This is an optimization exercise on Yosys and OpenROAD, whose aim is small area, a short achievable clock period and few clock cycles per item, not a production implementation. RTL that was checked went through simulation tests only; none was proved equivalent to the original. No activity file was given, so power comes from the tool's default toggle rates.

==> flow/design.v <==
`timescale 1ns / 1ps
`default_nettype none
package prq_pkg;
    localparam int DEFAULT_QUEUE_DEPTH = 32;
    localparam int JOB_ID_W   = 16;
    localparam int PRIO_W     = 8;
    localparam int BURST_W    = 16;
    localparam int LEFT_W     = BURST_W + 1;
    localparam int COUNT_W    = 6;
    localparam int S_TDATA_W  = 40;
    localparam int M_TDATA_W  = 24;
    localparam logic REQ_ARRIVE = 1'b0;
    localparam logic REQ_TICK   = 1'b1;
    typedef enum logic [1:0] {
        EV_NONE   = 2'd0,
        EV_DISP   = 2'd1,
        EV_TERM   = 2'd2,
        EV_REJECT = 2'd3
    } t_event;
    typedef enum logic [2:0] {
        ST_IDLE,
        ST_ARR,
        ST_SCAN,
        ST_INS,
        ST_DISP,
        ST_REPLY
    } t_state;
    typedef struct packed {
        logic [BURST_W-1:0]  burst;
        logic [PRIO_W-1:0]   prio;
        logic [JOB_ID_W-1:0] id;
    } t_entry;
    typedef struct packed {
        t_event              code;
        logic [JOB_ID_W-1:0] job;
        logic [COUNT_W-1:0]  count;
        logic                busy;
    } t_result;
endpackage
`default_nettype wire
`timescale 1ns / 1ps
`default_nettype none
module priority_ready_queue_dispatcher
#(
    parameter int QUEUE_DEPTH = prq_pkg::DEFAULT_QUEUE_DEPTH
) (
    input  wire logic                 i_clk,
    input  wire logic                 i_rst_n,
    input  wire logic                 s_axis_tvalid,
    output logic                      s_axis_tready,
    input  wire logic [prq_pkg::S_TDATA_W-1:0] s_axis_tdata,
    input  wire logic                 s_axis_tuser,
    output logic                      m_axis_tvalid,
    input  wire logic                 m_axis_tready,
    output logic [prq_pkg::M_TDATA_W-1:0]      m_axis_tdata,
    output logic [1:0]                m_axis_tuser
);
    localparam int D = QUEUE_DEPTH;
    localparam int RES_W = 2 + 1 + prq_pkg::COUNT_W + prq_pkg::JOB_ID_W;
    logic        r_tready;
    logic        r_in_v;
    logic        r_in_tick;
    logic [15:0] r_in_id;
    logic [7:0]  r_in_pri;
    logic [15:0] r_in_bst;
    logic [D-1:0] q_v;             
    logic [7:0]   q_pri [D];
    logic [15:0]  q_id  [D];
    logic [15:0]  q_bst [D];
    logic [5:0]   r_cnt;
    logic        r_busy;
    logic [15:0] r_job;
    logic [15:0] r_left;
    logic             r_v0, r_v1;
    logic             r_nv0;      
    logic [RES_W-1:0] r_f0, r_f1;
    logic             proc, pop_out;
    logic             do_ins, do_pop, full;
    logic [D-1:0]     cmp;
    logic [1:0]       res_code;
    logic [15:0]      res_job;
    logic             n_busy;
    logic [15:0]      n_job, n_left;
    logic [5:0]       n_cnt;
    assign pop_out = !r_nv0 && m_axis_tready;
    assign proc    = r_in_v && !r_v1;
    assign full    = r_cnt[5];
    assign do_ins  = proc && !r_in_tick && !full;
    assign do_pop  = proc && r_in_tick && !r_busy && q_v[0];
    function automatic logic f_ge(input logic [7:0] a, input logic [7:0] b);
        logic g;
        g = 1'b1;
        for (int k = 0; k < 8; k++) begin
            g = (a[k] & ~b[k]) | (a[k] & g) | (~b[k] & g);
        end
        f_ge = g;
    endfunction
    logic [D-1:0] r_cmp;
    logic [D:0]   c_port;
    logic         c_in;
    logic [D-1:0] n_cmp;
    assign cmp = r_cmp;
    always_comb begin
        for (int i = 0; i < D; i++) begin
            c_port[i] = q_v[i] && f_ge(q_pri[i], s_axis_tdata[23:16]);
        end
        c_port[D] = 1'b0;
        c_in = f_ge(r_in_pri, s_axis_tdata[23:16]);
    end
    always_comb begin
        n_busy   = r_busy;
        n_job    = r_job;
        n_left   = r_left;
        n_cnt    = r_cnt;
        res_code = 2'd0;
        res_job  = 16'd0;
        if (!r_in_tick) begin
            res_job = r_in_id;
            if (full) begin
                res_code = 2'd3;
            end else begin
                n_cnt = r_cnt + 6'd1;
            end
        end else if (r_busy) begin
            res_job = r_job;
            if (r_left <= 16'd1) begin
                n_busy   = 1'b0;
                res_code = 2'd2;
            end else begin
                n_left = r_left - 16'd1;
            end
        end else if (q_v[0]) begin
            n_busy   = 1'b1;
            n_job    = q_id[0];
            n_left   = q_bst[0];
            n_cnt    = r_cnt - 6'd1;
            res_code = 2'd1;
            res_job  = q_id[0];
        end
    end
    always_comb begin
        for (int i = 0; i < D; i++) begin
            q_v[i] = r_cnt > 6'(i);
        end
    end
    logic [D-1:0] s_keep, s_new, s_prev, s_next;
    always_comb begin
        for (int i = 0; i < D; i++) begin
            s_new[i]  = do_ins && !cmp[i] && (i == 0 || cmp[i-1]);
            s_prev[i] = do_ins && i != 0 && !cmp[i-1];
            s_next[i] = do_pop;
            s_keep[i] = !do_ins && !do_pop || do_ins && cmp[i];
        end
    end
    always_comb begin
        for (int i = 0; i < D; i++) begin
            n_cmp[i] = s_keep[i] && c_port[i]
                     || s_new[i] && c_in
                     || s_prev[i] && c_port[(i + D) % (D + 1)]
                     || s_next[i] && c_port[i + 1];
        end
    end
    always_ff @(posedge i_clk) begin
        if (ld_in) begin
            r_cmp <= n_cmp;
        end
    end
    always_ff @(posedge i_clk) begin
        for (int i = 0; i < D; i++) begin
            q_pri[i] <= {8{s_keep[i]}} & q_pri[i]
                      | {8{s_new[i]}}  & r_in_pri
                      | {8{s_prev[i]}} & q_pri[(i + D - 1) % D]
                      | {8{s_next[i]}} & q_pri[(i + 1) % D];
            q_id[i]  <= {16{s_keep[i]}} & q_id[i]
                      | {16{s_new[i]}}  & r_in_id
                      | {16{s_prev[i]}} & q_id[(i + D - 1) % D]
                      | {16{s_next[i]}} & q_id[(i + 1) % D];
            q_bst[i] <= {16{s_keep[i]}} & q_bst[i]
                      | {16{s_new[i]}}  & r_in_bst
                      | {16{s_prev[i]}} & q_bst[(i + D - 1) % D]
                      | {16{s_next[i]}} & q_bst[(i + 1) % D];
        end
    end
    always_ff @(posedge i_clk) begin
        if (!i_rst_n) begin
            r_cnt  <= '0;
            r_busy <= 1'b0;
        end else if (proc) begin
            r_cnt  <= n_cnt;
            r_busy <= n_busy;
        end
    end
    always_ff @(posedge i_clk) begin
        if (proc) begin
            r_job  <= n_job;
            r_left <= n_left;
        end
    end
    logic ld_in, s_fire, n_in_v, n_v0, n_v1;
    assign ld_in  = !(r_in_v && r_v1);
    assign s_fire = s_axis_tvalid && ld_in;
    assign n_in_v = s_fire || (r_in_v && !proc);
    always_comb begin
        n_v0 = !r_nv0;
        n_v1 = r_v1;
        if (pop_out) begin
            n_v0 = r_v1;
            n_v1 = 1'b0;
        end
        if (proc) begin
            if (n_v0) n_v1 = 1'b1;
            else      n_v0 = 1'b1;
        end
    end
    always_ff @(posedge i_clk) begin
        if (!i_rst_n) begin
            r_tready <= 1'b1;
            r_in_v   <= 1'b0;
            r_v0     <= 1'b0;
            r_nv0    <= 1'b1;
            r_v1     <= 1'b0;
        end else begin
            r_tready <= !(n_in_v && n_v0 && n_v1);
            r_in_v   <= n_in_v;
            r_v0     <= n_v0;
            r_nv0    <= !n_v0;
            r_v1     <= n_v1;
        end
    end
    always_ff @(posedge i_clk) begin
        if (ld_in) begin
            r_in_tick <= s_axis_tuser;
            r_in_id   <= s_axis_tdata[15:0];
            r_in_pri  <= s_axis_tdata[23:16];
            r_in_bst  <= s_axis_tdata[39:24];
        end
    end
    logic [RES_W-1:0] res;
    assign res = {res_code, n_busy, n_cnt, res_job};
    always_ff @(posedge i_clk) begin
        if (r_nv0 || pop_out) begin
            r_f0 <= r_v1 ? r_f1 : res;
        end
        if (proc && !r_nv0 && !pop_out) begin
            r_f1 <= res;
        end
    end
    assign s_axis_tready = r_tready;
    assign m_axis_tvalid = r_v0;
    assign m_axis_tuser  = r_f0[RES_W-1 -: 2];
    assign m_axis_tdata  = {1'b0, r_f0[RES_W-3:0]};
endmodule
`default_nettype wire
clock: 5.0 ns
lec_check: 0
cap_margin: 20
core_margin: 2
core_utilization: 40
setup_slack_margin: 2.6
slew_margin: 20
run.sh (not shown) runs the stock make flow with config.mk's settings and CLKGATE_MAP_FILE= SYNTH_SCRIPT=/design/flow/synth_recipe.tcl, a recipe that flattens the netlist after the stock synthesis.
Testbench counts at the start, summed over its fixed seeds: cycles 20,016, items 20,000.
Then changed:
--- a/flow/design.v
+++ b/flow/design.v
@@ -62,9 +62,9 @@
     logic        r_in_tick;
     logic [15:0] r_in_id;
     logic [7:0]  r_in_pri;
     logic [15:0] r_in_bst;
-    logic [D-1:0] q_v;             
+    logic [D-1:0] q_v;
     logic [7:0]   q_pri [D];
     logic [15:0]  q_id  [D];
     logic [15:0]  q_bst [D];
     logic [5:0]   r_cnt;
@@ -83,9 +83,9 @@
     logic [15:0]      n_job, n_left;
     logic [5:0]       n_cnt;
     assign pop_out = !r_nv0 && m_axis_tready;
     assign proc    = r_in_v && !r_v1;
-    assign full    = r_cnt[5];
+    assign full    = q_v[D-1];
     assign do_ins  = proc && !r_in_tick && !full;
     assign do_pop  = proc && r_in_tick && !r_busy && q_v[0];
     function automatic logic f_ge(input logic [7:0] a, input logic [7:0] b);
         logic g;
@@ -137,11 +137,15 @@
             res_code = 2'd1;
             res_job  = q_id[0];
         end
     end
-    always_comb begin
-        for (int i = 0; i < D; i++) begin
-            q_v[i] = r_cnt > 6'(i);
+    always_ff @(posedge i_clk) begin
+        if (!i_rst_n) begin
+            q_v <= '0;
+        end else if (do_ins) begin
+            q_v <= {q_v[D-2:0], 1'b1};
+        end else if (do_pop) begin
+            q_v <= {1'b0, q_v[D-1:1]};
         end
     end
     logic [D-1:0] s_keep, s_new, s_prev, s_next;
     always_comb begin
Via count came out higher by 5.2%. Global-route usage grows by 2.7 points. Wire length grows by 13%. Setup slack loses 0.12 ns. Cell count came out higher by 1.9%. Cell area rose by 3.6%. Maximum frequency is lower by 4.6%. Die area is higher by 1.7%. Sequential share of layout area falls by 0.63 points. Area after synthesis is higher by 1.7%. Non-clock buffer count came out higher by 93. Synthesized cell count goes up by 0.34%. Power shrinks by 18%.
For the second run of this note, only the layout was checked, not whether the RTL still works.

## port drivers added, routing unchanged
In the flow no input, the clock included, has a driving cell. The finished layouts below were timed again as built, in two steps. Step 1 (the two cells are an assumption about what drives the block):
set clk [get_ports {i_clk}]
set_driving_cell -lib_cell sky130_fd_sc_hd__clkbuf_16 $clk
set_driving_cell -lib_cell sky130_fd_sc_hd__buf_2 [delete_from_list [all_inputs] $clk]
Step 2 adds t to the input delays and takes it off the output delays; t is the mean of the earliest and latest rising clock arrival at the registers after step 1. Input paths then give back, and output paths get back, about the clock's delay inside the block. Slacks: ideal / step 1 / step 2; pairs: ideal / step 1.
| run | t (ns) | slack for setup (ns) | clock arrival spread, ns | worst slew at a driven data input, ns | cell pins on the clock port's net |
|---|---|---|---|---|---|
| the first run | 0.874 | 2.579 / 2.568 / 1.829 | 0.029 / 0.030 | 0.05 | 1 |
| the second run | 0.878 | 2.462 / 2.462 / 1.804 | 0.038 / 0.038 | 0.07 | 1 |
After both steps every run listed still meets setup and hold. The setup slack of the first run, which loses most, moves by -0.011 ns with the drivers and by -0.750 ns with both steps.
